From an optimization exercise on the open Yosys and OpenROAD flow, aimed at small area, a short achievable clock period and few clock cycles per item; shortcuts taken in it are not production practice. In this exercise RTL edits were held to simulation tests only and were not proved equivalent to the original. Power is estimated from default activity; no workload was simulated.

`design/flow/constraint.sdc`:
```
create_clock -name core_clock -period 14.0 [get_ports {clk}]
set_input_delay 2.8000 -clock core_clock [delete_from_list [all_inputs] [get_ports {clk}]]
set_output_delay 2.8000 -clock core_clock [all_outputs]
set_load 0.01 [all_outputs]
```
`design/flow/config.mk`:
```
export PLATFORM = sky130hd
export DESIGN_NAME = multi_pattern_byte_scanner_unit
export DESIGN_NICKNAME = multi_pattern_byte_scanner_unit
export VERILOG_FILES = /design/flow/design.v
export SDC_FILE = /design/flow/constraint.sdc
export NUM_CORES = 4
export LEC_CHECK = 0
export CAP_MARGIN = 40
export CORE_MARGIN = 2
export CORE_UTILIZATION = 40
export CTS_CLUSTER_DIAMETER = 60
export CTS_CLUSTER_SIZE = 30
export SLEW_MARGIN = 40
```
`design/flow/run.sh`:
```
#!/bin/bash
# synth_recipe.tcl (not shown) runs the flow's synth.tcl, then flattens the netlist and writes it again
# the make line also repeats each setting of config.mk as NAME=value (left out here)
make -C /OpenROAD-flow-scripts/flow DESIGN_CONFIG=/design/flow/config.mk WORK_HOME=/design/flow/orfs CLKGATE_MAP_FILE= SYNTH_SCRIPT=/design/flow/synth_recipe.tcl finish
```
`design/flow/design.v`:
```
package mpbs_pkg;
  localparam int MAX_PATTERNS    = 8;
  localparam int MAX_PATTERN_LEN = 32;
  localparam int SLOT_W = $clog2(MAX_PATTERNS);
  localparam int POS_W  = $clog2(MAX_PATTERN_LEN);
  localparam int LEN_W  = $clog2(MAX_PATTERN_LEN + 1);
  localparam int ROW_W  = MAX_PATTERN_LEN * 8;
  localparam int CNT_W  = 4;
  localparam logic [1:0] CMD_LOAD_BYTE = 2'd0;
  localparam logic [1:0] CMD_SET_LEN   = 2'd1;
  localparam logic [1:0] CMD_SCAN      = 2'd2;
  localparam logic [1:0] CMD_FINISH    = 2'd3;
  localparam logic REG_BASE   = 1'b0;
  localparam logic REG_ACTIVE = 1'b1;
  localparam logic KIND_MATCH  = 1'b0;
  localparam logic KIND_REPORT = 1'b1;
  localparam logic [1:0] S_IDLE = 2'd0;
  localparam logic [1:0] S_CMP  = 2'd1;
  localparam logic [1:0] S_RPT  = 2'd2;
endpackage
import mpbs_pkg::*;
module mpbs_pattern_mem (
  input  logic                          clk,
  input  logic                          wr,
  input  logic [SLOT_W-1:0]             wr_slot,
  input  logic [POS_W-1:0]              wr_pos,
  input  logic [7:0]                    wr_data,
  output logic [MAX_PATTERNS*ROW_W-1:0] rows
);
  logic [7:0] mem [MAX_PATTERNS][MAX_PATTERN_LEN];
  always_ff @(posedge clk) begin
    for (int i = 0; i < MAX_PATTERNS; i++) begin
      for (int j = 0; j < MAX_PATTERN_LEN; j++) begin
        if (wr && wr_slot == SLOT_W'(i) && wr_pos == POS_W'(j)) mem[i][j] <= wr_data;
      end
    end
  end
  always_comb begin
    for (int i = 0; i < MAX_PATTERNS; i++) begin
      for (int j = 0; j < MAX_PATTERN_LEN; j++) begin
        rows[i*ROW_W + j*8 +: 8] = mem[i][j];
      end
    end
  end
endmodule
import mpbs_pkg::*;
module mpbs_matcher (
  input  logic                          clk,
  input  logic                          scan,
  input  logic                          rot,
  input  logic [POS_W-1:0]              ins,
  input  logic [7:0]                    data,
  input  logic [MAX_PATTERNS*ROW_W-1:0] rows,
  input  logic [MAX_PATTERNS*MAX_PATTERN_LEN-1:0] keep,   
  output logic [MAX_PATTERNS-1:0]       hit
);
  logic [7:0] win [MAX_PATTERN_LEN];
  always_ff @(posedge clk) begin
    for (int k = 0; k < MAX_PATTERN_LEN; k++) begin
      if (scan && POS_W'(k) == ins) win[k] <= data;
      else if (scan || rot) win[k] <= win[(k + 1) % MAX_PATTERN_LEN];
    end
  end
  always_comb begin
    for (int i = 0; i < MAX_PATTERNS; i++) begin
      hit[i] = 1'b1;
      for (int j = 0; j < MAX_PATTERN_LEN; j++) begin
        if (keep[i*MAX_PATTERN_LEN + j] && win[j] != rows[i*ROW_W + j*8 +: 8]) hit[i] = 1'b0;
      end
    end
  end
endmodule
import mpbs_pkg::*;
module multi_pattern_byte_scanner_unit (
  input  logic        clk,
  input  logic        rst,
  input  logic        in_valid,
  output logic        in_stall,
  input  logic [1:0]  cmd,
  input  logic [2:0]  pattern_slot,
  input  logic [4:0]  byte_position,
  input  logic [5:0]  length_value,
  input  logic [7:0]  data_byte,
  output logic        out_valid,
  input  logic        out_stall,
  output logic        kind,
  output logic [2:0]  which_pattern,
  output logic [31:0] match_address,
  output logic [31:0] match_count,
  output logic        last,
  input  logic        cfg_write,
  input  logic        cfg_index,
  input  logic [31:0] cfg_data
);
  logic        v1;
  logic [1:0]  c1;
  logic [2:0]  s1;
  logic [4:0]  p1;
  logic [5:0]  l1;
  logic [7:0]  d1;
  logic [31:0]             base_address;
  logic [3:0]              n;           
  logic [MAX_PATTERNS-1:0] act;         
  logic                    cfgn_flag;   
  logic [LEN_W-1:0] lengths [MAX_PATTERNS];
  logic [POS_W-1:0] ins;         
  logic [POS_W-1:0] needm1_r;    
  logic             stale;       
  logic [31:0]      seen;
  logic             seen_nz;     
  logic             r2_ok;       
  logic                    v2, f2;
  logic [MAX_PATTERNS-1:0] m2;   
  logic                    v3, f3, lastr;
  logic [MAX_PATTERNS-1:0] h3;   
  logic [31:0]             a3;
  logic [2:0]              ridx;
  logic [31:0]             counts [MAX_PATTERNS];
  logic        kv, kk, kl;
  logic [2:0]  kw;
  logic [31:0] ka, kc;
  logic [MAX_PATTERN_LEN-1:0] th [MAX_PATTERNS];
  logic [MAX_PATTERN_LEN:1]   ath;       
  logic [POS_W-1:0]           needm1_tree;
  always_comb begin
    for (int i = 0; i < MAX_PATTERNS; i++) begin
      for (int k = 1; k <= MAX_PATTERN_LEN; k++) th[i][k-1] = lengths[i] >= LEN_W'(k);
    end
    for (int k = 1; k <= MAX_PATTERN_LEN; k++) begin
      ath[k] = 1'b0;
      for (int i = 0; i < MAX_PATTERNS; i++) begin
        if (act[i] && th[i][k-1]) ath[k] = 1'b1;
      end
    end
    for (int b = 0; b < POS_W; b++) begin
      needm1_tree[b] = 1'b0;
      for (int k = (1 << b); k < 32; k += (2 << b)) begin
        if (ath[k + 1] && (k + 1 + (1 << b) > 32 || !ath[k + 1 + (1 << b)])) needm1_tree[b] = 1'b1;
      end
    end
  end
  logic misalign, rotate, emit, o_free;
  logic r3_leave, r3_ready;
  logic exec_scan, exec_fin, exec_load, exec_set, adv1, accept;
  assign misalign  = seen_nz && (ins != needm1_r);
  assign rotate    = misalign && !stale && !cfgn_flag;
  assign emit      = v3 && !kv;
  assign r3_leave  = emit && (!f3 || lastr);
  assign r3_ready  = !v3 || r3_leave;
  assign o_free    = !out_valid || !out_stall;
  assign exec_load = v1 && c1 == CMD_LOAD_BYTE && r2_ok;
  assign exec_set  = v1 && c1 == CMD_SET_LEN && r2_ok;
  assign exec_scan = v1 && c1 == CMD_SCAN && !stale && r2_ok;
  assign exec_fin  = v1 && c1 == CMD_FINISH && r2_ok;
  assign adv1      = exec_load || exec_set || exec_scan || exec_fin;
  assign accept    = in_valid && !in_stall;
  logic [MAX_PATTERNS-1:0] cmp, hit, hit_oh;
  logic                    any_hit;
  always_comb begin
    hit     = cmp & m2;
    any_hit = hit != '0;
    hit_oh  = hit & ~(hit - MAX_PATTERNS'(1));
  end
  logic       v1_n, seen_nz_n, stale_n, cfgn_n, kv_n, v2_n, v3c_n, f3_n, lastr_n;
  logic [1:0] c1_n;
  logic [POS_W-1:0] ins_n;
  logic [2:0] ridx_n;
  logic       r3_ready_n, r2_ready_n, adv1_n, misalign_n, in_stall_n;
  always_comb begin
    v1_n      = accept || (v1 && !adv1 && (!rst || c1 == CMD_LOAD_BYTE || c1 == CMD_SET_LEN));
    c1_n      = accept ? cmd : c1;
    seen_nz_n = (rst || exec_fin) ? 1'b0 : (exec_scan ? 1'b1 : seen_nz);
    stale_n   = exec_set;
    cfgn_n    = cfg_write && cfg_index == REG_ACTIVE;
    if (rst || !seen_nz || exec_fin) ins_n = needm1_tree;
    else if (rotate)                 ins_n = ins - POS_W'(1);
    else                             ins_n = ins;
    kv_n      = rst ? 1'b0 : (kv ? !o_free : (emit && !o_free));
    v2_n      = rst ? 1'b0 : (exec_scan || exec_fin || (v2 && !r3_ready));
    v3c_n     = rst ? 1'b0 : ((v2 && r3_ready) || (v3 && !r3_leave));
    f3_n      = (v2 && r3_ready) ? f2 : f3;
    if (v2 && r3_ready)       ridx_n = 3'd0;
    else if (emit && f3)      ridx_n = ridx + 3'd1;
    else                      ridx_n = ridx;
    lastr_n   = ({1'b0, ridx_n} + 4'd1) == n;
    r3_ready_n = !v3c_n || (!kv_n && (!f3_n || lastr_n));
    r2_ready_n = !v2_n || r3_ready_n;
    unique case (c1_n)
      CMD_SCAN: adv1_n = !stale_n && r2_ready_n;
      default:  adv1_n = r2_ready_n;
    endcase
    misalign_n = seen_nz_n && (stale || cfgn_flag || (ins_n != needm1_r));
    in_stall_n = (v1_n && !adv1_n) || (v1_n && c1_n == CMD_SET_LEN && seen_nz_n) ||
                 ((stale_n || cfgn_n) && seen_nz_n) || misalign_n;
  end
  always_ff @(posedge clk) begin
    v1        <= v1_n;
    seen_nz   <= seen_nz_n;
    stale     <= stale_n;
    cfgn_flag <= cfgn_n;
    ins       <= ins_n;
    kv        <= kv_n;
    v2        <= v2_n;
    ridx      <= ridx_n;
    lastr     <= lastr_n;
    r2_ok     <= r2_ready_n;
    in_stall  <= in_stall_n;
    needm1_r  <= needm1_tree;
  end
  always_ff @(posedge clk) begin
    if (!in_stall) begin
      c1 <= cmd;
      s1 <= pattern_slot;
      p1 <= byte_position;
      l1 <= length_value;
      d1 <= data_byte;
    end
  end
  logic [3:0] n_in;
  always_comb begin
    if (cfg_data[3:0] == 4'd0)      n_in = 4'd1;
    else if (cfg_data[3:0] > 4'd8)  n_in = 4'd8;
    else                            n_in = cfg_data[3:0];
  end
  always_ff @(posedge clk) begin
    if (rst) begin
      base_address <= 32'd0;
      n            <= 4'd1;
      act          <= MAX_PATTERNS'(1);
    end else begin
      if (cfg_write && cfg_index == REG_BASE) base_address <= cfg_data;
      if (cfg_write && cfg_index == REG_ACTIVE) begin
        n <= n_in;
        for (int i = 0; i < MAX_PATTERNS; i++) act[i] <= 4'(i) < n_in;
      end
    end
  end
  logic [MAX_PATTERNS*ROW_W-1:0]           rows;
  logic [MAX_PATTERNS*MAX_PATTERN_LEN-1:0] keep;
  mpbs_pattern_mem u_mem (
    .clk     (clk),
    .wr      (exec_load),
    .wr_slot (s1),
    .wr_pos  (p1),
    .wr_data (d1),
    .rows    (rows)
  );
  always_ff @(posedge clk) begin
    for (int i = 0; i < MAX_PATTERNS; i++) begin
      if (exec_set && s1 == 3'(i)) begin
        lengths[i] <= (l1 > LEN_W'(MAX_PATTERN_LEN)) ? LEN_W'(MAX_PATTERN_LEN) : l1;
      end
    end
  end
  always_comb begin
    for (int i = 0; i < MAX_PATTERNS; i++) keep[i*MAX_PATTERN_LEN +: MAX_PATTERN_LEN] = th[i];
  end
  mpbs_matcher u_match (
    .clk  (clk),
    .scan (exec_scan),
    .rot  (rotate),
    .ins  (ins),
    .data (d1),
    .rows (rows),
    .keep (keep),
    .hit  (cmp)
  );
  always_ff @(posedge clk) begin
    if (rst || exec_fin) begin
      seen <= 32'd0;
    end else if (exec_scan) begin
      seen <= seen + 32'd1;
    end
  end
  logic scan_test;
  assign scan_test = (seen[31:POS_W] != '0) || (seen[POS_W-1:0] >= needm1_r);
  always_ff @(posedge clk) begin
    if (exec_scan || exec_fin) begin
      f2 <= exec_fin;
      m2 <= (exec_scan && scan_test) ? act : '0;
    end
  end
  always_ff @(posedge clk) begin
    if (rst) begin
      v3 <= 1'b0;
    end else if (v2 && r3_ready) begin
      v3 <= f2 || any_hit;
    end else if (r3_leave) begin
      v3 <= 1'b0;
    end
  end
  always_ff @(posedge clk) begin
    if (v2 && r3_ready) begin
      f3 <= f2;
      h3 <= f2 ? MAX_PATTERNS'(1) : hit_oh;
      a3 <= base_address + seen + ~{{(32-POS_W){1'b0}}, needm1_r};
    end else if (emit && f3) begin
      h3 <= {h3[MAX_PATTERNS-2:0], 1'b0};
    end
  end
  logic [2:0]  sel;
  logic [31:0] cnt, inc;
  always_comb begin
    sel = 3'd0;
    cnt = 32'd0;
    for (int i = 0; i < MAX_PATTERNS; i++) begin
      if (h3[i]) begin
        sel = sel | 3'(i);
        cnt = cnt | counts[i];
      end
    end
  end
  assign inc = (cnt == '1) ? cnt : cnt + 32'd1;
  always_ff @(posedge clk) begin
    for (int i = 0; i < MAX_PATTERNS; i++) begin
      if (rst || (emit && f3 && lastr)) counts[i] <= 32'd0;
      else if (emit && !f3 && h3[i])   counts[i] <= inc;
    end
  end
  logic        rk, rl;
  logic [2:0]  rw;
  logic [31:0] ra, rc;
  assign rk = f3;
  assign rw = sel;
  assign ra = f3 ? 32'd0 : a3;
  assign rc = f3 ? cnt : inc;
  assign rl = f3 ? lastr : 1'b1;
  always_ff @(posedge clk) begin
    if (rst) begin
      out_valid <= 1'b0;
    end else if (o_free) begin
      out_valid <= kv || emit;
    end
  end
  always_ff @(posedge clk) begin
    if (o_free) begin
      if (kv) begin
        kind <= kk; which_pattern <= kw; match_address <= ka; match_count <= kc; last <= kl;
      end else begin
        kind <= rk; which_pattern <= rw; match_address <= ra; match_count <= rc; last <= rl;
      end
    end
    if (!kv && !o_free) begin
      kk <= rk; kw <= rw; ka <= ra; kc <= rc; kl <= rl;
    end
  end
endmodule
```
==> summary.txt, run 1 <==
Run status:
- The run finished with no timing, DRC or antenna violations.

Global route:
- Entering global routing, the biggest net connects about 130 pins.
- The number of global-route vias before repair came to approximately 78000.
- The first global-routing pass estimated 617 mm of wire.
- The residual overflow from global routing is 0.
- The number of antenna violations at the first check in global routing is 47.
- For this run, the total global-route usage over all layers was measured as 26.7%.

Floorplanning:
- In this run the horizontal extent of the chip is approximately 570 µm.
- The floorplan die height is ~570 µm.
- The number of primary I/O pins is 133.
- The number of placement rows is roughly 210.
- The core region is 321000 µm².
- The floorplan die area is about 330000 µm².
- The effective utilization at floorplan is 40.2%.

Placement:
- The number of placed instances, taps included is approximately 14000.
- The placed instances occupy a cell area of 136000 µm².
- The count of buffers added on input and output ports is ~130.
- At the end of routability-driven placement, the weighted congestion stood at about 1.1.
- The estimated wirelength of the detail-placed design is approximately 300 mm.

Setup path:
- The cell repeated most along the worst path is sky130_fd_sc_hd__o21ai_1.
- In this design, the stage delay of the slowest critical-path cell is 0.75 ns.
- The worst endpoint data arrival time is 5.76 ns.
- The kind of start point of the critical path is a register.
- The type of the setup path with the least slack is register to register.
- The peak fanout along the critical path is 10.
- Walking the worst path, the cells encountered are buf_4, nor2_1, o21ai_1, o21ai_1, nand4_1, nor4_2, a41oi_1, o31a_1, nor2b_1, nand3_1, o21ai_0.
- STA classifies the critical path endpoint as a register.
- For the worst setup path, the data required time is between 10 and 15 ns.
- Among all stages on the critical path, the largest delay is contributed by sky130_fd_sc_hd__nor2_1.

Timing:
- The worst slew slack as a fraction of its limit is roughly 29%.
- The total count of hold-check failures in the final report is 0.
- The slew at the pin closest to its max-slew limit is around 1.1 ns.
- The final critical-path required period is 5.11 ns.
- The timing-limited maximum frequency is 196 MHz.
- Setup repair after global routing left no endpoint under its margin.
- The final worst clock skew is 0.0668 ns.
- The setup total negative slack is 0 ns.
- Of the available clock period, the critical path in the final layout requires between 30% and 40%.
- The setup-violating endpoint count in the final report is 0.
- The count of final max-slew check failures is 0.

Power and ir drop:
- The power density over the cells is 124 nW/µm².
- Of the total power, the share spent switching nets is 26.1%.
- Combinational cells account for about 7.4% of the total power.
- Across the VDD grid, the largest voltage drop is between 0.0001 and 0.00015 V.
- The sequential power share is roughly 56%.
- Cell internal power was estimated by the tool at about 0.013 W.
- The analysis attributes to cell leakage a power of 44.7 nW.
- The completed layout was analyzed and its total power is between 0.015 and 0.02 W.
- In this run the power spent charging and discharging nets is 0.00463 W.
- The share of total power dissipated in the clock network is a little over a third.

Yosys:
- In this run the cell area of the synthesized design comes to around 130000 µm².
- The top cell type's share of synthesized area is roughly three fifths.
- In the synthesized netlist, the number of instances is slightly below 10000.
- Yosys mapped a number of flops with a built-in enable equal to roughly 2600.
- The post-synthesis cell type count is 86.
- Averaged over all synthesized cells, the footprint is 13.3 µm².
- The synthesized design contains between 2000 and 3000 register bits.
- The most used flip-flop cell after synthesis is sky130_fd_sc_hd__edfxtp_1.
- During synthesis, Yosys emitted a total of 13 warnings.
- The synthesized net count is around 9800.
- In the post-synthesis netlist, the biggest area contributors are sky130_fd_sc_hd__edfxtp_1, sky130_fd_sc_hd__xnor2_1, sky130_fd_sc_hd__xor2_1.
- The sequential element share of the synthesized area is 65.1%.
- After synthesis, the share of flip-flops with an asynchronous set or reset is 0%.
- The library cell occupying the most area in the post-synthesis netlist is sky130_fd_sc_hd__edfxtp_1.

Clocking:
- CTS built an H-tree with a depth of 4.
- The root buffer cell is sky130_fd_sc_hd__clkbuf_16.
- After clock tree synthesis, the setup repair step added 0 buffers.
- TritonCTS built the clock tree.
- For the worst-skew pair, the clock arrives at the later sink with an insertion delay of between 0.9 and 1 ns.
- The number of buffers added by the clock tree synthesis step is a little under 200.
- The clock sink count is 2919.
- The number of resized instances in the post-cts repair step is 0.
- In this run the deepest clock path goes through 4 buffers.
- Hold repair after CTS inserted 0 buffers.
- Clock-pin slew was measured on the worst setup and hold paths at ~0.09 ns.

Cells and area:
- The number of nets in the finished design is 9759.
- Compared with the post-synthesis result, the final layout area differs by 11.0%.
- The finished cells cover 143000 µm².
- The non-filler instance count after layout is 14116.
- The fraction of final layout cells sized beyond drive strength 1 is roughly a tenth.

Min path:
- The path type of the worst min-delay path is register to register.

Routing:
- The first detailed-routing pass ran for 6 iterations.
- The number of DRC violations after detailed-routing iteration 0 is roughly 9400.
- The number of antenna-violating nets in the routed design is 0.
- The number of vias in the routed layout is about 82000.
- The number of vias per cell after detailed routing is between 5 and 6.
- The DRC violation count after routing is 0.
- The total wirelength of the detailed-routed design is 448 mm.
- The mean routed wirelength per cell is about 32 µm.

Run:
- Max-cap violations in this run came to 0.
-- placed cells by master (no fill, tap or decap), types with 19 or more instances in the layout --
cell and instances:
sky130_fd_sc_hd__edfxtp_1 2563, sky130_fd_sc_hd__xnor2_1 1325, sky130_fd_sc_hd__xor2_1 851, sky130_fd_sc_hd__nand2_1 621
sky130_fd_sc_hd__nor2_1 476, sky130_fd_sc_hd__nand4_1 409, sky130_fd_sc_hd__dfxtp_1 352, sky130_fd_sc_hd__mux2_2 329
sky130_fd_sc_hd__a21oi_1 312, sky130_fd_sc_hd__o21ai_0 276, sky130_fd_sc_hd__nor4_1 215, sky130_fd_sc_hd__clkbuf_16 199
sky130_fd_sc_hd__nand3_1 182, sky130_fd_sc_hd__buf_4 166, sky130_fd_sc_hd__inv_1 162, sky130_fd_sc_hd__a22oi_1 155
sky130_fd_sc_hd__clkdlybuf4s50_1 131, sky130_fd_sc_hd__ha_1 66, sky130_fd_sc_hd__nor2b_1 50, sky130_fd_sc_hd__nand2b_1 47
sky130_fd_sc_hd__nor3_1 45, sky130_fd_sc_hd__o22ai_1 45, sky130_fd_sc_hd__and2_1 34, sky130_fd_sc_hd__inv_6 32
sky130_fd_sc_hd__o21a_1 30, sky130_fd_sc_hd__o21ai_1 29, sky130_fd_sc_hd__and3_1 28, sky130_fd_sc_hd__inv_8 28
sky130_fd_sc_hd__clkinv_8 28, sky130_fd_sc_hd__nor4_2 26, sky130_fd_sc_hd__o2111ai_1 24, sky130_fd_sc_hd__a31oi_1 24
sky130_fd_sc_hd__a21o_1 23, sky130_fd_sc_hd__a211oi_1 23, sky130_fd_sc_hd__diode_2 22, sky130_fd_sc_hd__or2_2 21
sky130_fd_sc_hd__and4_1 19, sky130_fd_sc_hd__or3_1 19
-- synthesized netlist by cell type (48+ instances only) --
cell,n
sky130_fd_sc_hd__a21oi_1,317
sky130_fd_sc_hd__a22oi_1,156
sky130_fd_sc_hd__clkbuf_1,518
sky130_fd_sc_hd__dfxtp_1,356
sky130_fd_sc_hd__edfxtp_1,2563
sky130_fd_sc_hd__ha_1,70
sky130_fd_sc_hd__inv_1,165
sky130_fd_sc_hd__mux2_2,329
sky130_fd_sc_hd__nand2_1,636
sky130_fd_sc_hd__nand2b_1,48
sky130_fd_sc_hd__nand3_1,184
sky130_fd_sc_hd__nand4_1,409
sky130_fd_sc_hd__nor2_1,488
sky130_fd_sc_hd__nor2b_1,55
sky130_fd_sc_hd__nor3_1,55
sky130_fd_sc_hd__nor4_1,243
sky130_fd_sc_hd__o21ai_0,307
sky130_fd_sc_hd__xnor2_1,1325
sky130_fd_sc_hd__xor2_1,851
-- cells by family after synthesis --
group | share of synthesized area, %
AOI/OAI and AO/OA | 5.46
buffers and inverters | 2.21
muxes | 2.88
xor gates and xnor gates | 14.8
adders and majority gates | 0.794
DFF | 65.1
and+or+nand+nor | 8.80
-- per-stage QoR --
| step | hold slack (ns) | utilization [%] | setup slack, ns |
|---|---|---|---|
| after floorplan | 0.421 | - | 6.05 |
| after global placement | 0.437 | 42.1 | 8.47 |
| after detailed placement | 0.443 | 42.3 | 8.51 |
| after CTS | 0.454 | 44.5 | 9.09 |
| after global routing | 0.473 | 44.6 | 8.89 |
| final | 0.453 | 44.6 | 8.89 |
-- routing by layer --
layer	part of all wire (%)	global-route usage [%]
met1	41	35.9
met2	45	41.6
met3	8.9	5.76
met4	4.9	11.5
met5	0.046	0
-- registers in the layout, summed over array words and instances, names as in the netlist, 32 cells and up --
name           flops
kc                32
u_mem.mem       2048
a3                32
match_address     32
seen              32
u_match.win      256
ka                32
base_address      32
match_count       32
counts           256
lengths           48
-- critical path, delay by kind of cell, from the launching register on --
| family | cells | cell delay (ns) |
|---|---|---|
| and+or+nand+nor | 5 | 2.26 |
| AOI/OAI and AO/OA | 5 | 1.88 |
| DFF | 1 | 0.40 |
| buffers and inverters | 1 | 0.25 |
-- worst paths after layout --
| check | endpoint | slack [ns] | cells past startpoint | start |
|---|---|---|---|---|
| worst min register to register | counts[7][28] | 0.45 | 2 | counts[7][28] |
| worst max-delay path | h3[4] | 8.89 | 11 | lengths[0][0] |
| worst min-delay path | counts[7][28] | 0.45 | 2 | counts[7][28] |
| worst max register to register | h3[4] | 8.89 | 11 | lengths[0][0] |
-- power by group through the flow --
stage | Sequential (W) | Combinational [W] | Clock (W)
floorplan | 0.0100 | 0.000775 | 0
detailed placement | 0.0101 | 0.00129 | 0
global placement | 0.0101 | 0.00125 | 0
global route | 0.00995 | 0.00138 | 0.00687
CTS | 0.00995 | 0.00129 | 0.00656
finish | 0.00994 | 0.00131 | 0.00649
-- final cells by class --
type	count	area (µm²)
Fill cell	28508	178000
Inverter	166	626
Clock buffer	207	5030
Sequential cell	2919	84100
Clock inverter	159	2150
Timing Repair Buffer	332	3070
Antenna cell	22	55.1
Multi-Input combinational cell	6006	42900
Tap cell	4305	5390
Testbench counts, summed over its fixed seeds: cycles 18,681, items 16,384.
==> run 2, diff against run 1 <==
--- a/design/flow/config.mk
+++ b/design/flow/config.mk
@@ -9,5 +9,3 @@
 export CORE_MARGIN = 2
 export CORE_UTILIZATION = 40
-export CTS_CLUSTER_DIAMETER = 60
-export CTS_CLUSTER_SIZE = 30
 export SLEW_MARGIN = 40
==> run 2 against run 1 <==
Effect of this change:
- die area did not move
- clock power rose by 25%
- sequential power barely moved
- cell count rose by 1.4%
- power rose by 9.1%
- largest power group unchanged
==> summary.txt, run 2 <==
Yosys:
- The number of flip-flops and latches in the synthesized netlist is between 2000 and 3000.
- Summing the areas of all xor and xnor instances in the mapped netlist gives 14.8% of the synthesized area.
- The synthesized netlist devotes 8.80% of its cell area to simple gates.
- The post-synthesis cell type count is between 80 and 90.
- Counting flops with an async set or reset pin after synthesis yields a share of 0%.
- Yosys mapped a number of flops with a built-in enable equal to ~2600.
- The leading cell type by number of instances after synthesis is sky130_fd_sc_hd__edfxtp_1.
- By area the synthesized netlist is led by sky130_fd_sc_hd__edfxtp_1, sky130_fd_sc_hd__xnor2_1, sky130_fd_sc_hd__xor2_1.
- The main flop type after synthesis is sky130_fd_sc_hd__edfxtp_1.
- Synthesis handed over a netlist of 9676 instances.
- Summing the areas of all compound-gate instances in the mapped netlist gives ~5.5% of the synthesized area.
- The sequential element share of the synthesized area is roughly two thirds.
- The library cell occupying the most area in the post-synthesis netlist is sky130_fd_sc_hd__edfxtp_1.
- The cell area after synthesis is between 100000 and 150000 µm².
- Ranked by instance count, the synthesized netlist is headed by sky130_fd_sc_hd__edfxtp_1, sky130_fd_sc_hd__xnor2_1, sky130_fd_sc_hd__xor2_1, sky130_fd_sc_hd__nand2_1, sky130_fd_sc_hd__clkbuf_1.
- The portion of netlist area occupied by mux cells is 2.88%.
- A synthesized cell averages between 10 and 15 µm².
- The number of nets in the synthesized netlist is approximately 10000.
- The post-synthesis adder-cell area fraction is less than 1%.
- The top cell type's share of synthesized area is about three fifths.
- By area, the combinational part of the netlist is dominated by XOR/XNOR gates.
- The total number of yosys warnings is 13.

Global route:
- The number of global-route vias before repair is 79630.
- The first global-routing pass estimated about 620 mm of wire.
- The most utilized layer in the global route result is met2.
- The global-route usage over all layers is between 20% and 30%.
- The met2 track demand over resource in global routing is around two fifths.
- The largest net degree at the start of global routing is 134.
- The met3 track utilization from global routing is about 6%.
- The number of antenna violations at the first check in global routing is 45.
- Global routing consumed, on the met1 layer, between 30% and 40% of the routing resources.
- The residual overflow from global routing is 0.

Placement:
- After legalization and detailed placement, the total HPWL measured roughly 300 mm.
- The total cell area at the placement stage is 136000 µm².
- At the end of routability-driven placement, the weighted congestion stood at ~1.1.
- Before CTS, the worst setup slack after placement is 8.51 ns.
- The count of input and output buffers is around 130.

Timing:
- The worst slew slack as a fraction of its limit is between 30% and 40%.
- Of the available clock period, the critical path in the final layout requires 37.5%.
- The final worst clock skew is roughly 0.077 ns.
- Setup violations remaining at the end of the flow were counted as 0.
- The setup total negative slack is 0 ns.
- The count of final max-slew check failures came to 0.
- The final critical-path required period is around 5.2 ns.
- Setup repair after global routing left no endpoint under its margin.
- For this run, the top clock speed supported by timing is roughly 190 MHz.
- In the post-route analysis, the smallest setup slack over all paths is 8.76 ns.
- The slew at the pin closest to its max-slew limit is between 0.9 and 1 ns.
- The total count of hold-check failures in the final report came to 0.

Floorplanning:
- Once the floorplan was initialized, standard cells occupied approximately 40% of the core.
- The chip width is between 500 and 600 µm.
- The area of the core is roughly 320000 µm².
- The floorplan die area is 327000 µm².
- During I/O placement, the number of pins put on the boundary was approximately 130.
- In this run the vertical extent of the chip is 572 µm.
- The number of placement rows is between 200 and 250.

Clocking:
- The clock passes through at most 4 buffers.
- TritonCTS built the clock tree.
- The number of buffers added by the clock tree synthesis step is between 300 and 400.
- After clock tree synthesis, the flow added hold-fix buffers numbering 0.
- Clock tree synthesis selected as its root buffer the cell sky130_fd_sc_hd__clkbuf_16.
- In this run, post-CTS repair resized a total of 0 instances.
- The clock drives 2919 sinks.
- Clock latency on the worst-skew pair, taken at its later pin, is ~0.96 ns.
- The number of buffers inserted to repair setup after CTS is 0.
- CTS built an H-tree with a depth of 5.
- The post-CTS clock slew at the launch and capture registers of the worst setup and hold paths is roughly 0.060 ns.

Setup path:
- The worst endpoint data arrival time is 5.89 ns.
- The cell family contributing the most delay on the critical path is simple AND/OR/NAND/NOR gates.
- The type of the setup path with the least slack is register to register.
- The peak fanout along the critical path is 17.
- STA classifies the critical path startpoint as a register.
- Traced cell by cell, the critical path runs through buf_4, nor2_1, o21ai_1, o21ai_1, nand4_1, nor4_2, a41oi_1, o31a_1, nor2b_1, nand4_1, o41ai_1.
- Together, buffers and inverters on the worst path number 1.
- Data on the critical path is required at its endpoint by around 15 ns.
- The endpoint kind of the worst setup timing path is a register.
- The critical-path cell with the highest stage delay is sky130_fd_sc_hd__nor4_2.
- The largest incremental delay on the critical path is between 0.7 and 0.8 ns.

Routing:
- The first routing iteration left between 9000 and 10000 violations.
- Using the TritonRoute via totals, the vias-per-cell ratio works out to slightly below 6.
- Dividing the detail-routed wire length by the instance count gives around 32 µm.
- For this run, the detailed router's first-pass iteration total came to 9.
- Across all layers, the routed design uses slightly above 80000 vias.
- The detail route stage leaves a number of antenna-violating nets equal to 0.
- The DRC violation count after routing is 0.
- The total wirelength of the detailed-routed design is approximately 450 mm.

Cells and area:
- Cells fill 45.5% of the core in the end.
- The most common cell after layout, fill and taps aside is sky130_fd_sc_hd__edfxtp_1.
- The top cell types in the final layout, fill and taps aside, are sky130_fd_sc_hd__edfxtp_1, sky130_fd_sc_hd__xnor2_1, sky130_fd_sc_hd__xor2_1.
- The net count of the finished layout is approximately 9900.
- The register name with the most flops is u_mem.mem.
- The post-route netlist has 11.2% of its cells at a drive strength greater than 1.
- The post-synthesis to final-layout area growth is 13.0%.
- The finished cells cover 146000 µm².
- In the final layout, the registers with the most flip-flops are u_mem.mem x2048, counts x256, u_match.win x256.
- The register with the most flip-flops in the layout has around 2000 of them.

Power and ir drop:
- The total power of the final layout is slightly below 0.02 W.
- The analysis attributes to cell leakage a power of between 40 and 50 nW.
- IR analysis of the VDD net gives a maximum drop of between 0.0001 and 0.00015 V.
- In this run the power density over the cells is approximately 130 nW/µm².

Run status:
- The run finished with no timing, DRC or antenna violations.

Run:
- Across the run, the number of max-cap violations was 0.

Min path:
- The path type of the worst min-delay path is register to register.
[run 2: cell types whose count changed in the layout (fill, tap and decap cells not counted), moves of 10 or more]
cell,change
sky130_fd_sc_hd__clkbuf_16,+115
sky130_fd_sc_hd__inv_6,-25
sky130_fd_sc_hd__clkinv_2,+47
sky130_fd_sc_hd__clkbuf_1,+62
sky130_fd_sc_hd__inv_8,-26
sky130_fd_sc_hd__clkinv_1,+60
sky130_fd_sc_hd__inv_12,-11
sky130_fd_sc_hd__inv_16,-10
sky130_fd_sc_hd__clkinv_8,-24
sky130_fd_sc_hd__bufinv_16,+16
[run 2: worst paths after layout]
kind / start / endpoint / slack [ns] / cells past startpoint
min reg2reg: counts[7][28] / counts[7][28] / 0.45 / 2
max reg2reg: lengths[0][1] / h3[7] / 8.76 / 11
min: counts[7][28] / counts[7][28] / 0.45 / 2
max: lengths[0][1] / h3[7] / 8.76 / 11
[run 2: metal layers]
layer / wire (µm) / vias up / share of wire (%)
li1: - / 35320 / -
met5: 213 / - / 0.047
met2: 202000 / 4203 / 45
met1: 184000 / 42349 / 41
met3: 41000 / 950 / 9.1
met4: 23500 / 32 / 5.2
[run 2: area by class of cell]
class,instances,area (µm²)
Antenna cell,24,60.1
Clock buffer,391,8230
Clock inverter,172,1670
Fill cell,28339,175000
Inverter,166,626
Multi-Input combinational cell,6006,42900
Sequential cell,2919,84100
Tap cell,4305,5390
Timing Repair Buffer,329,3020
[run 2: worst min-delay path: cells and delay by family, from the launching register on]
family          cells  cell delay, ns
flops               1            0.31
simple gates        1            0.05
compound gates      1            0.05
[run 2: stage by stage]
step	instances	hold WS (ns)
floorplan	9676	0.421
global placement	13704	0.437
detailed placement	13719	0.443
CTS	14282	0.451
global route	14290	0.465
finish	14312	0.450
[run 2: logic make-up after synthesis]
| kind of cell | count (synthesis) |
|---|---|
| AOI/OAI and AO/OA | 1129 |
| adders and majority gates | 79 |
| DFF | 2919 |
| xor gates and xnor gates | 2176 |
| muxes | 331 |
| and+or+nand+nor | 2291 |
| buffers and inverters | 751 |
[run 2: power by group]
group          leakage (nW)  internal (W)  switching [W]
combinational          15.0      0.000448       0.000858
clock                  4.84       0.00462        0.00347
sequential             26.2       0.00967       0.000286
==> run 3, diff against run 2 <==
==> design/flow/flow/run.sh (new file) <==
#!/bin/bash
# Standard layout, with timing repair aimed at a 4.3 ns path (14 ns period less a
# 9.7 ns setup margin) and the port buffers made of buf_2 cells. The clock period and
# constraints are the design's.
set -euo pipefail
bash standard.sh SETUP_SLACK_MARGIN=9.7 "BUFFER_PORTS_ARGS=-buffer_cell sky130_fd_sc_hd__buf_2" finish > make_finish.log 2>&1
==> design/flow/standard.sh (new file) <==
#!/bin/bash
# synth_recipe.tcl (not shown) runs the flow's synth.tcl, then flattens the netlist and writes it again
# the make line also repeats each setting of config.mk as NAME=value (left out here)
make -C /OpenROAD-flow-scripts/flow DESIGN_CONFIG=/design/flow/config.mk WORK_HOME=/design/flow/orfs CLKGATE_MAP_FILE= SYNTH_SCRIPT=/design/flow/synth_recipe.tcl "${@:-finish}"
removed: design/flow/run.sh
==> run 3 against run 2 <==
Effect of this change:
- register-to-register slack gained 0.72 ns
- critical path depth shrank 1
- critical path type unchanged
- power shrank 0.58%
- clock power shrank 1%
- non-clock buffer count grew 56
- cell count grew 0.33%
- worst setup slack gained 0.72 ns
- sequential share of layout area is essentially flat
- wire length shrank 0.24%
- combinational power is essentially flat
- first-iteration DRC count shrank 2.5%
==> summary.txt, run 3 <==
Yosys:
- The number of flip-flops and latches in the synthesized netlist is approximately 2900.
- Synthesis produced a netlist with a net count of around 9800.
- The number of cells produced by synthesis is between 9000 and 10000.
- Ranked by instance count, the synthesized netlist is headed by sky130_fd_sc_hd__edfxtp_1, sky130_fd_sc_hd__xnor2_1, sky130_fd_sc_hd__xor2_1, sky130_fd_sc_hd__nand2_1, sky130_fd_sc_hd__clkbuf_1.
- sky130_fd_sc_hd__edfxtp_1 is the most common cell in the netlist.
- Sequential elements use about 65% of the synthesized area.
- In this run, synthesis inferred roughly 2600 flip-flops with an integrated enable.
- For this run, the leading register cell type out of synthesis is sky130_fd_sc_hd__edfxtp_1.
- Sorting the synthesized cells by area gives the leading types as sky130_fd_sc_hd__edfxtp_1, sky130_fd_sc_hd__xnor2_1, sky130_fd_sc_hd__xor2_1.
- The total number of yosys warnings is 13.
- Summing every instance area after synthesis gives between 100000 and 150000 µm².
- The share of synthesized area in the top cell type comes to between 50% and 60%.
- Of all cell types, the one taking the most synthesized area is sky130_fd_sc_hd__edfxtp_1.
- The mean cell area of the mapped netlist is ~13 µm².
- In the synthesized netlist the async set-or-reset flop fraction comes to 0%.
- The post-synthesis cell type count is 86.

Clocking:
- The number of buffers added by the clock tree synthesis step is 311.
- TritonCTS built the clock tree.
- The number of buffers on the longest clock path is 4.
- The clock latency at the later pin of the worst-skew pair is between 0.9 and 1 ns.
- The clock drives between 2000 and 3000 sinks.
- The root buffer cell is sky130_fd_sc_hd__clkbuf_16.
- CTS built an H-tree with a depth of 5.
- The post-CTS clock slew at the launch and capture registers of the worst setup and hold paths is around 0.060 ns.
- The number of hold buffers added after CTS was 0.

Timing:
- Setup repair after global routing could not meet its margin everywhere.
- The count of final max-slew check failures came to 0.
- The final critical-path required period is 4.52 ns.
- After routing, the total negative slack on setup checks comes to 0 ns.
- The final critical-path share of the clock period is 32.3%.
- The slew at the pin closest to its max-slew limit is between 1 and 1.5 ns.
- Setup violations remaining at the end of the flow were counted as 0.
- The timing-limited maximum frequency is between 200 and 250 MHz.
- The worst path setup slack after routing is 9.48 ns.
- In this run the tightest slew margin relative to its limit is between 30 and 40%.
- The total count of hold-check failures in the final report is 0.
- The final worst clock skew is roughly 0.03 ns.

Cells and area:
- The post-route netlist has 13.3% of its cells at a drive strength greater than 1.
- The most common cell after layout, fill and taps aside is sky130_fd_sc_hd__edfxtp_1.
- Excluding fillers, the count of instances in the completed layout stands at between 10000 and 15000.
- The flip-flop count of the largest register, all copies and words added is between 2000 and 2500.
- The fill cell total of the finished layout is ~28000.
- In the final design database the tool counted 9927 nets.
- In the layout the commonest cells are sky130_fd_sc_hd__edfxtp_1, sky130_fd_sc_hd__xnor2_1, sky130_fd_sc_hd__xor2_1.
- The largest registers in the layout are u_mem.mem x2048, counts x256, u_match.win x256.
- The area growth from synthesis to layout is 13.0%.
- Counting flops per register, the top entry is u_mem.mem.

Placement:
- The number of placed instances, taps included is about 14000.
- Input and output buffers added on the ports amount to about 130.
- The worst-case setup slack after placement is between 8 and 9 ns.
- The congestion estimate from routability-driven global placement came to about 1.1.
- Once detailed placement completed, the half-perimeter wirelength came to ~300 mm.

Global route:
- After global routing the overflow that remains totals 0.
- Global routing used a little over a quarter of the available tracks.
- The number of antenna violations at the first check in global routing is 28.
- The number of global-route vias before repair is around 78000.
- The first global-routing pass estimated 616 mm of wire.
- Entering global routing, the biggest net connects 131 pins.

Routing:
- The final route contains between 80000 and 90000 vias.
- The number of iterations in the first detailed-routing pass is 8.
- In the final routed layout, each cell accounts on average for around 31 µm.
- The detail route stage leaves a number of antenna-violating nets equal to 0.
- In the routed layout, each cell is associated on average with a via count of 5.76.
- In the routed design, unresolved DRC markers number 0.
- The total wirelength of the detailed-routed design is between 400 and 500 mm.
- The number of DRC violations after detailed-routing iteration 0 is roughly 9200.

Setup path:
- Data on the critical path arrives at its endpoint at roughly 5.4 ns.
- STA puts the critical path data required time at around 15 ns.
- In this run the worst path has a maximum fanout of 10.
- The kind of start point of the critical path is a register.
- STA classifies the critical path endpoint as a register.
- The worst setup path is of the register to register kind.

Power and ir drop:
- Combinational logic burns between 6 and 7% of the power.
- The power density over the cells is between 100 and 150 nW/µm².
- The peak ir drop on the vdd network is around 0.00012 V.
- The clock share of power is 41.5%.
- The cell leakage power is between 40 and 50 nW.
- The share of total power dissipated in sequential elements is 51.7%.
- The net switching fraction of the power is between 20% and 30%.
- The reported net switching power is between 0.004 and 0.005 W.
- The internal power of the cells totals between 0.01 and 0.015 W.

Floorplanning:
- The number of primary I/O pins is around 130.
- The chip width is 572 µm.
- In this run the standard cell core region covers between 300000 and 400000 µm².
- The number of placement rows is around 210.
- The floorplan step set the die height to ~570 µm.
- The die covers ~330000 µm².
- The effective utilization at floorplan is around 40%.

Run status:
- The flow ran to the end and the layout has no timing, DRC or antenna violations.

Min path:
- The tightest min-delay check is of the register to register type.

Run:
- Max-cap violations in this run came to 0.
-- run 3: cell types whose count changed in the layout (fill, tap and decap cells not counted), moves of 7 or more --
| cell | delta |
|---|---|
| sky130_fd_sc_hd__clkdlybuf4s50_1 | -131 |
| sky130_fd_sc_hd__buf_2 | +127 |
| sky130_fd_sc_hd__buf_4 | +35 |
| sky130_fd_sc_hd__buf_6 | +25 |
| sky130_fd_sc_hd__xor2_1 | -8 |
| sky130_fd_sc_hd__xor2_2 | +8 |
| sky130_fd_sc_hd__xnor2_1 | -7 |
-- run 3: timing repair --
action                                  in CTS  in global routing
endpoints found under the setup margin      47                211
setup buffers                                3                 44
resized for setup                           25                 43
pin swaps                                    2                  5
-- run 3: cell type report --
cell class	instances	area (µm²)	area share [%]
Antenna cell	22	55.1	0.0377
Clock buffer	389	8270	5.66
Clock inverter	167	1440	0.985
Inverter	166	626	0.429
Multi-Input combinational cell	6006	43100	29.5
Sequential cell	2919	84100	57.6
Tap cell	4305	5390	3.69
Timing Repair Buffer	385	2960	2.03
-- run 3: critical path: stages, from the launching register on --
cell and delay, ns:
sky130_fd_sc_hd__edfxtp_1 0.78, sky130_fd_sc_hd__nand2_1 0.68, sky130_fd_sc_hd__o21ai_0 0.24, sky130_fd_sc_hd__a222oi_1 0.47, sky130_fd_sc_hd__nand3_1 0.42, sky130_fd_sc_hd__o22ai_1 0.64, sky130_fd_sc_hd__and4bb_1 0.32, sky130_fd_sc_hd__a41oi_2 0.26
sky130_fd_sc_hd__xnor2_1 0.15, sky130_fd_sc_hd__nand4_1 0.13, sky130_fd_sc_hd__a211o_1 0.30
-- run 3: stage by stage --
stage | total power (W) | instance area, µm² | hold WS, ns | util, %
floorplan | 0.0108 | 129000 | 0.421 | -
global placement | 0.0114 | 135000 | 0.437 | 41.9
detailed placement | 0.0114 | 135000 | 0.444 | 42.1
CTS | 0.0193 | 145000 | 0.452 | 45.2
global route | 0.0197 | 146000 | 0.466 | 45.4
finish | 0.0192 | 146000 | 0.453 | 45.4
-- run 3: power by group through the flow --
stage          clock network, W  registers, W  logic, W
4_1_cts                 0.00809       0.00996   0.00126
3_5_place_dp                  0        0.0101   0.00125
2_1_floorplan                 0        0.0100  0.000776
5_1_grt                 0.00840       0.00996   0.00138
6_report                0.00799       0.00996   0.00130
3_3_place_gp                  0        0.0102   0.00121
-- run 3: kinds of logic after synthesis --
group                    count (synthesis)  synth area share (%)
AO/OA/AOI/OAI                         1129                  5.46
XOR/XNOR                              2176                  14.8
adder cells (fa/ha/maj)                 79                 0.794
buffers and inverters                  751                  2.21
flip-flops                            2919                  65.1
multiplexers                           331                  2.88
AND/OR/NAND/NOR                       2291                  8.80
-- run 3: worst paths after layout --
path | from | end | slack [ns] | depth (start not counted)
worst min-delay path | counts[2][9] | counts[2][9] | 0.45 | 2
worst max register to register | lengths[5][0] | in_stall | 9.48 | 10
worst min register to register | counts[2][9] | counts[2][9] | 0.45 | 2
worst max-delay path | lengths[5][0] | in_stall | 9.48 | 10
-- run 3: layer usage --
layer / share of wire (%) / vias to the layer above / track usage [%] / routed length (µm)
li1: - / 35445 / - / -
met1: 41 / 42162 / 36.2 / 186000
met2: 44 / 4130 / 41.0 / 200000
met3: 9.1 / 899 / 5.99 / 41100
met4: 5.2 / 20 / 12.0 / 23200
met5: 0.039 / - / 0 / 174
==> run 4, diff against run 3 <==
--- a/design/flow/design.v
+++ b/design/flow/design.v
@@ -164,5 +164,5 @@
   logic       v1_n, seen_nz_n, stale_n, cfgn_n, kv_n, v2_n, v3c_n, f3_n, lastr_n;
   logic [1:0] c1_n;
-  logic [POS_W-1:0] ins_n;
+  logic [POS_W-1:0] ins_n, ins_m;
   logic [2:0] ridx_n;
   logic       r3_ready_n, r2_ready_n, adv1_n, misalign_n, in_stall_n;
@@ -190,5 +190,8 @@
       default:  adv1_n = r2_ready_n;
     endcase
-    misalign_n = seen_nz_n && (stale || cfgn_flag || (ins_n != needm1_r));
+    if (rst || !seen_nz || exec_fin) ins_m = needm1_r;
+    else if (rotate)                 ins_m = ins - POS_W'(1);
+    else                             ins_m = ins;
+    misalign_n = seen_nz_n && (stale || cfgn_flag || (ins_m != needm1_r));
     in_stall_n = (v1_n && !adv1_n) || (v1_n && c1_n == CMD_SET_LEN && seen_nz_n) ||
                  ((stale_n || cfgn_n) && seen_nz_n) || misalign_n;
--- a/design/flow/config.mk
+++ b/design/flow/config.mk
@@ -9,3 +9,5 @@
 export CORE_MARGIN = 2
 export CORE_UTILIZATION = 40
+export CTS_CLUSTER_DIAMETER = 60
+export CTS_CLUSTER_SIZE = 30
 export SLEW_MARGIN = 40
==> run 4 against run 3 <==
Effect of this change:
- combinational power rose by 12%
- register-to-register slack got worse by 0.02 ns
- design area fell by 1.9%
- still clean
- via count fell by 0.19%
==> summary.txt, run 4 <==
Timing:
- Setup repair after global routing could not meet its margin everywhere.
- The worst path meets setup with between 9 and 10 ns of slack.
- The worst slew slack as a fraction of its limit is approximately a third.
- The total count of hold-check failures in the final report is 0.
- The tightest hold path in the finished design has a slack of about 0.46 ns.
- The final critical-path required period is approximately 4.5 ns.
- Between clock sinks in the finished design, the worst skew comes to 0.0608 ns.
- At the pin with the least slew margin, the transition time is a little over 1 ns.
- Setup violations remaining at the end of the flow were counted as 0.
- Static timing analysis puts the maximum clock frequency at about 220 MHz.
- The setup total negative slack is 0 ns.
- The final critical-path share of the clock period is about 32%.
- The count of final max-slew check failures is 0.

Yosys:
- The synthesized netlist contains 87 unique library cells.
- In the synthesized netlist the dominant register cell turns out to be sky130_fd_sc_hd__edfxtp_1.
- The number of cells produced by synthesis is between 9000 and 10000.
- The most common cell in the synthesized netlist is sky130_fd_sc_hd__edfxtp_1.
- The number of flops mapped to enable cells by yosys is between 2000 and 3000.
- The total number of yosys warnings is 13.
- The cell area after synthesis is 129000 µm².
- After synthesis, the largest area contributor takes up 59.5% of total cell area.
- After synthesis, the share of flip-flops with an asynchronous set or reset is 0%.
- Dividing the synthesized area by the synthesized cell count gives 13.3 µm².
- Sequential elements use 65.0% of the synthesized area.
- After synthesis, the most frequently instantiated cells are sky130_fd_sc_hd__edfxtp_1, sky130_fd_sc_hd__xnor2_1, sky130_fd_sc_hd__xor2_1, sky130_fd_sc_hd__nand2_1, sky130_fd_sc_hd__clkbuf_1.
- The number of flip-flops and latches in the synthesized netlist is between 2000 and 3000.
- Summed over all instances, the cell type with the most area after synthesis is sky130_fd_sc_hd__edfxtp_1.
- When the netlist entered floorplanning its net count stood at around 9900.
- After synthesis, the cell types taking the most area are sky130_fd_sc_hd__edfxtp_1, sky130_fd_sc_hd__xnor2_1, sky130_fd_sc_hd__xor2_1.

Min path:
- Counting instances, the worst hold path has a depth of 2.
- In this run the most critical hold path is launched from counts[5][17].
- The path type of the worst min-delay path is register to register.
- For hold timing, the worst endpoint is counts[5][17].

Clocking:
- In this run, CTS created clock tree buffers numbering 191.
- The root buffer cell is sky130_fd_sc_hd__clkbuf_16.
- The number of buffers on the longest clock path is 4.
- The H-tree was split into 4 levels.
- The clock sink count is a little under 3000.
- The number of buffers inserted by hold repair at cts is 0.
- The clock latency at the later pin of the worst-skew pair is about 0.94 ns.
- After clock tree synthesis, the clock-pin slew on the worst setup and hold paths is 0.11 ns.
- TritonCTS built the clock tree.

Cells and area:
- For this run, the post-layout net count is roughly 9900.
- Compared with the post-synthesis result, the final layout area differs by 10.8%.
- In the layout the commonest cells are sky130_fd_sc_hd__edfxtp_1, sky130_fd_sc_hd__xnor2_1, sky130_fd_sc_hd__xor2_1.
- The fill cell total of the finished layout is 28492.
- The finished cells cover between 100000 and 150000 µm².
- The register name with the most flops is u_mem.mem.
- After the flow finishes, the layout carries non-filler instances totaling 14207.
- The largest registers in the layout are u_mem.mem x2048, counts x256, u_match.win x256.
- The multi-input combinational cell area is ~43000 µm².
- The post-route netlist has around an eighth of its cells at a drive strength greater than 1.
- The most common cell after layout, fill and taps aside is sky130_fd_sc_hd__edfxtp_1.
- Across the whole layout, storage elements account for 84100 µm².
- The register with the most flip-flops in the layout has approximately 2000 of them.

Floorplanning:
- The effective utilization at floorplan is between 40% and 50%.
- The chip width is 573 µm.
- The number of placement rows is 208.
- The area of the core is roughly 320000 µm².
- During I/O placement, the number of pins put on the boundary was between 100 and 150.
- The floorplan die height is around 570 µm.
- The floorplan die area is around 330000 µm².

Global route:
- The first global-routing pass estimated slightly above 600 mm of wire.
- In the global route stage, overall resource usage came out at a little over a quarter.
- Entering global routing, the biggest net connects ~130 pins.
- The residual overflow from global routing is 0.
- The number of global-route vias before repair is around 77000.
- The number of antenna violations at the first check in global routing is 35.

Setup path:
- The endpoint of the most critical register-to-register path is h3[7].
- Along the worst path, the maximum fanout reaches 8.
- The start of the worst register-to-register path is lengths[3][0].
- At the worst endpoint, the arrival time is roughly 5.2 ns.
- The source of the critical timing path is lengths[3][0].
- STA classifies the critical path startpoint as a register.
- The cell depth of the worst flop-to-flop path is 9.
- STA classifies the critical path endpoint as a register.
- Data on the critical path is required at its endpoint by about 15 ns.
- The worst-case register-to-register setup slack is ~9.5 ns.
- The type of the setup path with the least slack is register to register.

Routing:
- The number of iterations in the first detailed-routing pass is 6.
- The DRC violation count after routing is 0.
- The mean routed wirelength per cell is roughly 32 µm.
- The number of DRC violations after detailed-routing iteration 0 is 10073.
- Summed over all layers, the routed wires come to between 400 and 500 mm.
- In this run the remaining antenna-violating nets after routing total 0.
- Across all layers, the routed design uses a little over 80000 vias.
- The number of vias per cell after detailed routing is between 5 and 6.

Run status:
- The flow ran to the end and the layout has no timing, DRC or antenna violations.

Placement:
- The final weighted congestion in routability-driven placement is between 1 and 1.5.
- The worst-case setup slack after placement is between 8 and 9 ns.
- The estimated wirelength of the detail-placed design is roughly 300 mm.
- The count of input and output buffers is roughly 130.
- Once placement completed, the tool counted placed cells totaling ~14000.
- The total cell area at the placement stage is 135000 µm².

Run:
- The tool flagged a number of max-cap violations equal to 0.

Power and ir drop:
- For this design the ratio of total power to cell area is 125 nW/µm².
- In this run the static leakage power is between 40 and 50 nW.
- The peak ir drop on the vdd network is ~0.00014 V.
run 4: stage by stage:
step | utilization [%] | total power [W]
global route | 44.5 | 0.0183
CTS | 44.3 | 0.0179
floorplan | - | 0.0109
global placement | 41.9 | 0.0116
detailed placement | 42.1 | 0.0116
finish | 44.6 | 0.0178
run 4: cell families (layout without fill, tap and decap cells):
| group | after synthesis | in the layout | synth area share [%] |
|---|---|---|---|
| and+or+nand+nor | 2275 | 2275 | 8.60 |
| muxes | 334 | 334 | 2.91 |
| adders and majority gates | 80 | 80 | 0.801 |
| DFF | 2919 | 2919 | 65.0 |
| buffers and inverters | 757 | 910 | 2.28 |
| AOI/OAI and AO/OA | 1185 | 1185 | 5.56 |
| xor gates and xnor gates | 2181 | 2181 | 14.8 |
| other | 0 | 18 | 0 |
run 4: area by class of cell:
class	instances	area share, %
Clock inverter	149	1.45
Sequential cell	2919	58.7
Clock buffer	204	3.45
Multi-Input combinational cell	6055	30.1
Inverter	183	0.481
Antenna cell	18	0.0315
Timing Repair Buffer	374	2.01
Tap cell	4305	3.76
run 4: worst max-delay path: stages (launching register included):
cell	delay [ns]
sky130_fd_sc_hd__edfxtp_1	0.74
sky130_fd_sc_hd__nor2_1	0.90
sky130_fd_sc_hd__nor2_1	0.18
sky130_fd_sc_hd__a2bb2oi_1	0.30
sky130_fd_sc_hd__a2111oi_0	0.35
sky130_fd_sc_hd__and3_1	0.22
sky130_fd_sc_hd__nand4_1	0.36
sky130_fd_sc_hd__or4b_2	0.87
sky130_fd_sc_hd__nand4_1	0.20
sky130_fd_sc_hd__o31ai_1	0.11
run 4: how the worst max path moves through the flow:
stage,endpoint,slack [ns]
2_1_floorplan,ka[0],9.41
3_3_place_gp,counts[5][11],8.26
3_5_place_dp,counts[3][0],8.41
4_1_cts,last,9.61
5_1_grt,match_count[19],9.63
6_report,h3[7],9.45
run 4: report_power, final:
part,switching [W],internal (W),leakage (nW)
registers,0.000336,0.00968,26.2
logic,0.000957,0.000499,15.4
clock network,0.00343,0.00295,3.36
run 4: repair_timing:
item / 4_1_cts / 5_1_grt
pin swaps: 0 / 1
buffers inserted: 10 / 37
endpoints found under the setup margin: 155 / 146
gates resized for setup: 18 / 24
run 4: layer usage:
| metal | wire [µm] | vias up | GRT usage (%) |
|---|---|---|---|
| li1 | - | 35162 | - |
| met1 | 186000 | 42278 | 36.7 |
| met2 | 199000 | 4159 | 41.0 |
| met3 | 40700 | 872 | 5.63 |
| met4 | 23800 | 30 | 11.9 |
| met5 | 325 | - | 0 |
Testbench counts of run 4, summed over its fixed seeds: cycles 18,681, items 16,384.
==> run 5, diff against run 4 <==
--- a/design/flow/design.v
+++ b/design/flow/design.v
@@ -155,10 +155,9 @@
   assign adv1      = exec_load || exec_set || exec_scan || exec_fin;
   assign accept    = in_valid && !in_stall;
-  logic [MAX_PATTERNS-1:0] cmp, hit, hit_oh;
+  logic [MAX_PATTERNS-1:0] cmp, hit;
   logic                    any_hit;
   always_comb begin
     hit     = cmp & m2;
     any_hit = hit != '0;
-    hit_oh  = hit & ~(hit - MAX_PATTERNS'(1));
   end
   logic       v1_n, seen_nz_n, stale_n, cfgn_n, kv_n, v2_n, v3c_n, f3_n, lastr_n;
@@ -296,5 +295,5 @@
     if (v2 && r3_ready) begin
       f3 <= f2;
-      h3 <= f2 ? MAX_PATTERNS'(1) : hit_oh;
+      h3 <= f2 ? MAX_PATTERNS'(1) : hit;
       a3 <= base_address + seen + ~{{(32-POS_W){1'b0}}, needm1_r};
     end else if (emit && f3) begin
@@ -304,9 +303,11 @@
   logic [2:0]  sel;
   logic [31:0] cnt, inc;
+  logic [MAX_PATTERNS-1:0] h3_oh;
   always_comb begin
+    h3_oh = h3 & ~(h3 - MAX_PATTERNS'(1));
     sel = 3'd0;
     cnt = 32'd0;
     for (int i = 0; i < MAX_PATTERNS; i++) begin
-      if (h3[i]) begin
+      if (h3_oh[i]) begin
         sel = sel | 3'(i);
         cnt = cnt | counts[i];
@@ -318,5 +319,5 @@
     for (int i = 0; i < MAX_PATTERNS; i++) begin
       if (rst || (emit && f3 && lastr)) counts[i] <= 32'd0;
-      else if (emit && !f3 && h3[i])   counts[i] <= inc;
+      else if (emit && !f3 && h3_oh[i]) counts[i] <= inc;
     end
   end
==> run 5 against run 4 <==
Effect of this change:
- still clean on timing, DRC and antenna
- global-route usage is 0.90 points higher
- maximum frequency is 1.7% higher
- wire length is 7.0% higher
- critical path type unchanged
- largest power group unchanged
==> summary.txt, run 5 <==
Global route:
- The met3 track utilization from global routing is under 10%.
- The first global-routing pass estimated 663 mm of wire.
- The most utilized layer in the global route result is met2.
- For this run, global-route usage on met2 was measured as a little over two fifths.
- The residual overflow from global routing is 0.
- The number of antenna violations at the first check in global routing came to 56.
- The largest net degree at the start of global routing is ~130.
- The global-route met1 utilization is between 30 and 40%.
- The number of global-route vias before repair is ~83000.
- Global routing used between 20% and 30% of the available tracks.

Placement:
- The count of input and output buffers is about 130.
- Counting tap cells, the placed design contains a total of between 10000 and 15000 instances.
- The final weighted congestion in routability-driven placement is between 1 and 1.5.
- Summed over all nets, the half-perimeter wirelength after detailed placement is 318 mm.

Timing:
- The count of final max-slew check failures is 0.
- The final critical-path share of the clock period is between 30% and 40%.
- Setup violations remaining at the end of the flow were counted as 0.
- The timing-limited maximum frequency is about 220 MHz.
- At the pin with the least slew margin, the transition time is about 1.0 ns.
- Setup repair after global routing could not meet its margin everywhere.
- The final critical-path required period is ~4.5 ns.
- In the final timing run, aggregate negative setup slack is 0 ns.
- The worst slew slack as a fraction of its limit is around 33%.
- The total count of hold-check failures in the final report came to 0.
- Between clock sinks in the finished design, the worst skew comes to 0.107 ns.

Yosys:
- The cell area that synthesis handed to floorplanning was 133000 µm².
- Yosys printed 13 warnings.
- The sequential element share of the synthesized area is a little over three fifths.
- In this run the mean area of a mapped cell was 12.9 µm².
- The number of cells produced by synthesis is 10268.
- The largest total area in the synthesized netlist belongs to sky130_fd_sc_hd__edfxtp_1.
- The number of flip-flops and latches in the synthesized netlist is a little under 3000.
- The number of different library cells used by synthesis comes to 100.
- For this run, the leading register cell type out of synthesis is sky130_fd_sc_hd__edfxtp_1.
- Ranked by total cell area, the synthesized netlist is headed by sky130_fd_sc_hd__edfxtp_1, sky130_fd_sc_hd__xor2_1, sky130_fd_sc_hd__xnor2_1.
- The commonest cells after synthesis are sky130_fd_sc_hd__edfxtp_1, sky130_fd_sc_hd__xor2_1, sky130_fd_sc_hd__xnor2_1, sky130_fd_sc_hd__nand2_1, sky130_fd_sc_hd__nor2_1.
- The top cell type's share of synthesized area is 58.0%.
- The synthesized net count is around 10000.
- Among all cell types in the netlist, the one instantiated most often is sky130_fd_sc_hd__edfxtp_1.
- For this run, asynchronously set or reset flops after synthesis account for 0%.
- In this run, synthesis inferred approximately 2600 flip-flops with an integrated enable.

Cells and area:
- Leaving out fill and tap cells, the most frequent cell in the layout is sky130_fd_sc_hd__edfxtp_1.
- The non-filler instance count after layout is 14884.
- The register with the most flip-flops in the layout has roughly 2000 of them.
- The library cells used most frequently in the layout, excluding fill and tap cells, are sky130_fd_sc_hd__edfxtp_1, sky130_fd_sc_hd__xor2_1, sky130_fd_sc_hd__xnor2_1.
- More flip-flops sit in one register than any other, and that register is u_mem.mem.
- Of the cells placed in the final design, the portion with a size suffix greater than 1 is between 10 and 15%.
- The number of nets in the finished design is approximately 10000.
- Compared with the post-synthesis result, the final layout area differs by 12.1%.
- The largest registers in the layout are u_mem.mem x2048, counts x256, u_match.win x256.

Floorplanning:
- The floorplan die area is about 340000 µm².
- The floorplan die height is about 580 µm.
- The initial utilization of the core area, before any placement, comes to a little over 40%.
- In this run the standard cell core region covers 330000 µm².
- Measured along the x axis, the die boundary spans 580 µm.
- The number of placement rows is ~210.
- In this run the count of I/O pins placed on the die edge is ~130.

Clocking:
- Clock-pin slew was measured on the worst setup and hold paths at ~0.08 ns.
- The H-tree was split into 4 levels.
- TritonCTS built the clock tree.
- The number of buffers inserted by hold repair at cts is 0.
- The tree is rooted in a sky130_fd_sc_hd__clkbuf_16.
- The clock latency at the later pin of the worst-skew pair is roughly 0.97 ns.
- Counting every sink on the clock net gives roughly 3000.
- Counting the buffers created by CTS gives 230.
- The number of buffers on the longest clock path is 4.

Setup path:
- The start of the worst register-to-register path is u_match.win[13][1].
- The worst setup path is launched from a register.
- STA puts the critical path data arrival time at between 5 and 6 ns.
- The critical path is of the register to register type.
- In this run the worst path has a maximum fanout of 9.
- The worst setup path is captured at a register.
- Tracing the worst setup path back leads to its startpoint at u_match.win[13][1].
- The required time of the critical path is between 10 and 15 ns.

Run status:
- The run finished with no timing, DRC or antenna violations.

Min path:
- The path class of the tightest hold or removal check is register to register.
- The worst min-delay path startpoint is counts[5][18].

Routing:
- The mean routed wirelength per cell is 32.4 µm.
- In the routed design, unresolved DRC markers number 0.
- After the first detailed-routing iteration, the DRC count stood at 10384.
- The number of vias per cell after detailed routing is between 5 and 6.
- The total wirelength of the detailed-routed design is between 400 and 500 mm.
- In this run the remaining antenna-violating nets after routing total 0.
- The number of iterations in the first detailed-routing pass is 13.
- The number of vias in the routed layout is just under 90000.

Power and ir drop:
- Summed over all cells, the static leakage comes to 48.2 nW.
- The power density over the cells is roughly 130 nW/µm².
- The peak ir drop on the vdd network is 0.000112 V.

Run:
- The count of max-cap constraint violations is 0.
run 5: cell types whose count changed in the layout (fill, tap and decap cells not counted), moves of 56 or more:
cell,before,now
sky130_fd_sc_hd__xnor2_1,1329,847
sky130_fd_sc_hd__xor2_1,847,1292
sky130_fd_sc_hd__nand3_1,112,292
sky130_fd_sc_hd__nand2_1,743,615
sky130_fd_sc_hd__nand4_1,387,267
sky130_fd_sc_hd__nor4_1,182,292
sky130_fd_sc_hd__or3_1,19,106
sky130_fd_sc_hd__a22oi_1,165,81
sky130_fd_sc_hd__buf_4,193,272
sky130_fd_sc_hd__nor2_1,472,538
sky130_fd_sc_hd__a21oi_1,380,324
run 5: per-layer routing:
metal	routed length (µm)	share of wire, %
met1	199000	41
met2	217000	45
met3	41300	8.6
met4	24300	5.0
met5	161	0.033
run 5: cell families (layout without fill, tap and decap cells):
family / Yosys count / in the layout / share of synthesized area [%]
mux: 322 / 322 / 2.73
other cells: 0 / 18 / 0
fa+ha+maj: 80 / 80 / 0.780
flops: 2919 / 2919 / 63.3
buf+inv: 860 / 1090 / 2.57
simple gates: 2658 / 2660 / 10.1
compound gates: 1286 / 1286 / 6.31
xor+xnor: 2143 / 2143 / 14.1
run 5: path summary, 6_finish.rpt:
kind,endpoint,slack [ns],depth (start not counted)
setup / recovery,h3[0],9.53,8
setup reg to reg,h3[0],9.53,8
hold reg to reg,counts[5][18],0.45,2
hold / removal,counts[5][18],0.45,2
run 5: repair_timing:
| item | CTS | global route |
|---|---|---|
| pin swaps | 10 | 7 |
| gates cloned | 2 | 0 |
| endpoints found under the setup margin | 385 | 272 |
| gates resized for setup | 58 | 29 |
| buffers inserted | 36 | 22 |
run 5: critical path: stages, from the launching register on:
cell and delay [ns]:
sky130_fd_sc_hd__edfxtp_1 0.68, sky130_fd_sc_hd__xor2_1 0.26, sky130_fd_sc_hd__nor4_1 0.73, sky130_fd_sc_hd__a2bb2oi_1 0.47, sky130_fd_sc_hd__a2111oi_1 0.68, sky130_fd_sc_hd__and4_1 0.36
sky130_fd_sc_hd__nor4bb_4 0.48, sky130_fd_sc_hd__a21oi_1 0.18, sky130_fd_sc_hd__nor2_1 0.38
run 5: per-stage QoR:
stage / setup slack (ns) / utilization (%) / hold slack, ns / cell area (µm²) / power [W]
2_1_floorplan: 9.41 / - / 0.406 / 133000 / 0.0110
3_3_place_gp: 7.27 / 41.9 / 0.425 / 139000 / 0.0117
3_5_place_dp: 7.65 / 42.2 / 0.440 / 139000 / 0.0117
4_1_cts: 9.52 / 44.9 / 0.455 / 148000 / 0.0189
5_1_grt: 9.56 / 45.0 / 0.472 / 149000 / 0.0193
6_report: 9.53 / 45.1 / 0.453 / 149000 / 0.0188
run 5: final cells by class:
type | count | area, µm²
Multi-Input combinational cell | 6491 | 46500
Timing Repair Buffer | 450 | 3450
Clock inverter | 181 | 2530
Sequential cell | 2919 | 84100
Fill cell | 29184 | 181000
Clock buffer | 251 | 5980
Inverter | 208 | 791
Antenna cell | 18 | 45.0
Tap cell | 4366 | 5460
run 5: power by group:
group          internal [W]  switching, W
Sequential          0.00969      0.000336
Combinational      0.000507       0.00101
Clock               0.00357       0.00370
Testbench counts of run 5, summed over its fixed seeds: cycles 18,681, items 16,384.

what the ideal ports hide:
The results above use ideal ports. As a check the final layouts listed here were re-extracted and re-timed, cells and wires unchanged. Step 1, drivers: a clkbuf_16 drives clk and a buf_2 each remaining input, both assumed. Step 2 adds t to the input delays and takes it off the output delays; t is the mean of the earliest and latest rising clock arrival at the registers after step 1. Input paths then give back, and output paths get back, about the clock's delay inside the block. a / b / c = ideal ports / drivers / drivers and shift; a / b = the first two.
| run | shift t [ns] | slack for setup (ns) | slew at the worst register clock pin (ns) |
|---|---|---|---|
| run 1 | 1.024 | 8.889 / 8.889 / 8.463 | 0.11 / 0.11 |
| run 2 | 1.018 | 8.756 / 8.756 / 8.450 | 0.07 / 0.07 |
| run 3 | 1.033 | 9.478 / 9.478 / 8.841 | 0.07 / 0.07 |
| run 4 | 1.016 | 9.453 / 9.453 / 8.976 | 0.11 / 0.11 |
| run 5 | 1.025 | 9.530 / 9.475 / 8.951 | 0.10 / 0.10 |
After both steps every run listed still meets setup and hold. The setup slack of run 3, which loses most, moves by 0.000 ns with the drivers and by -0.637 ns with both steps.
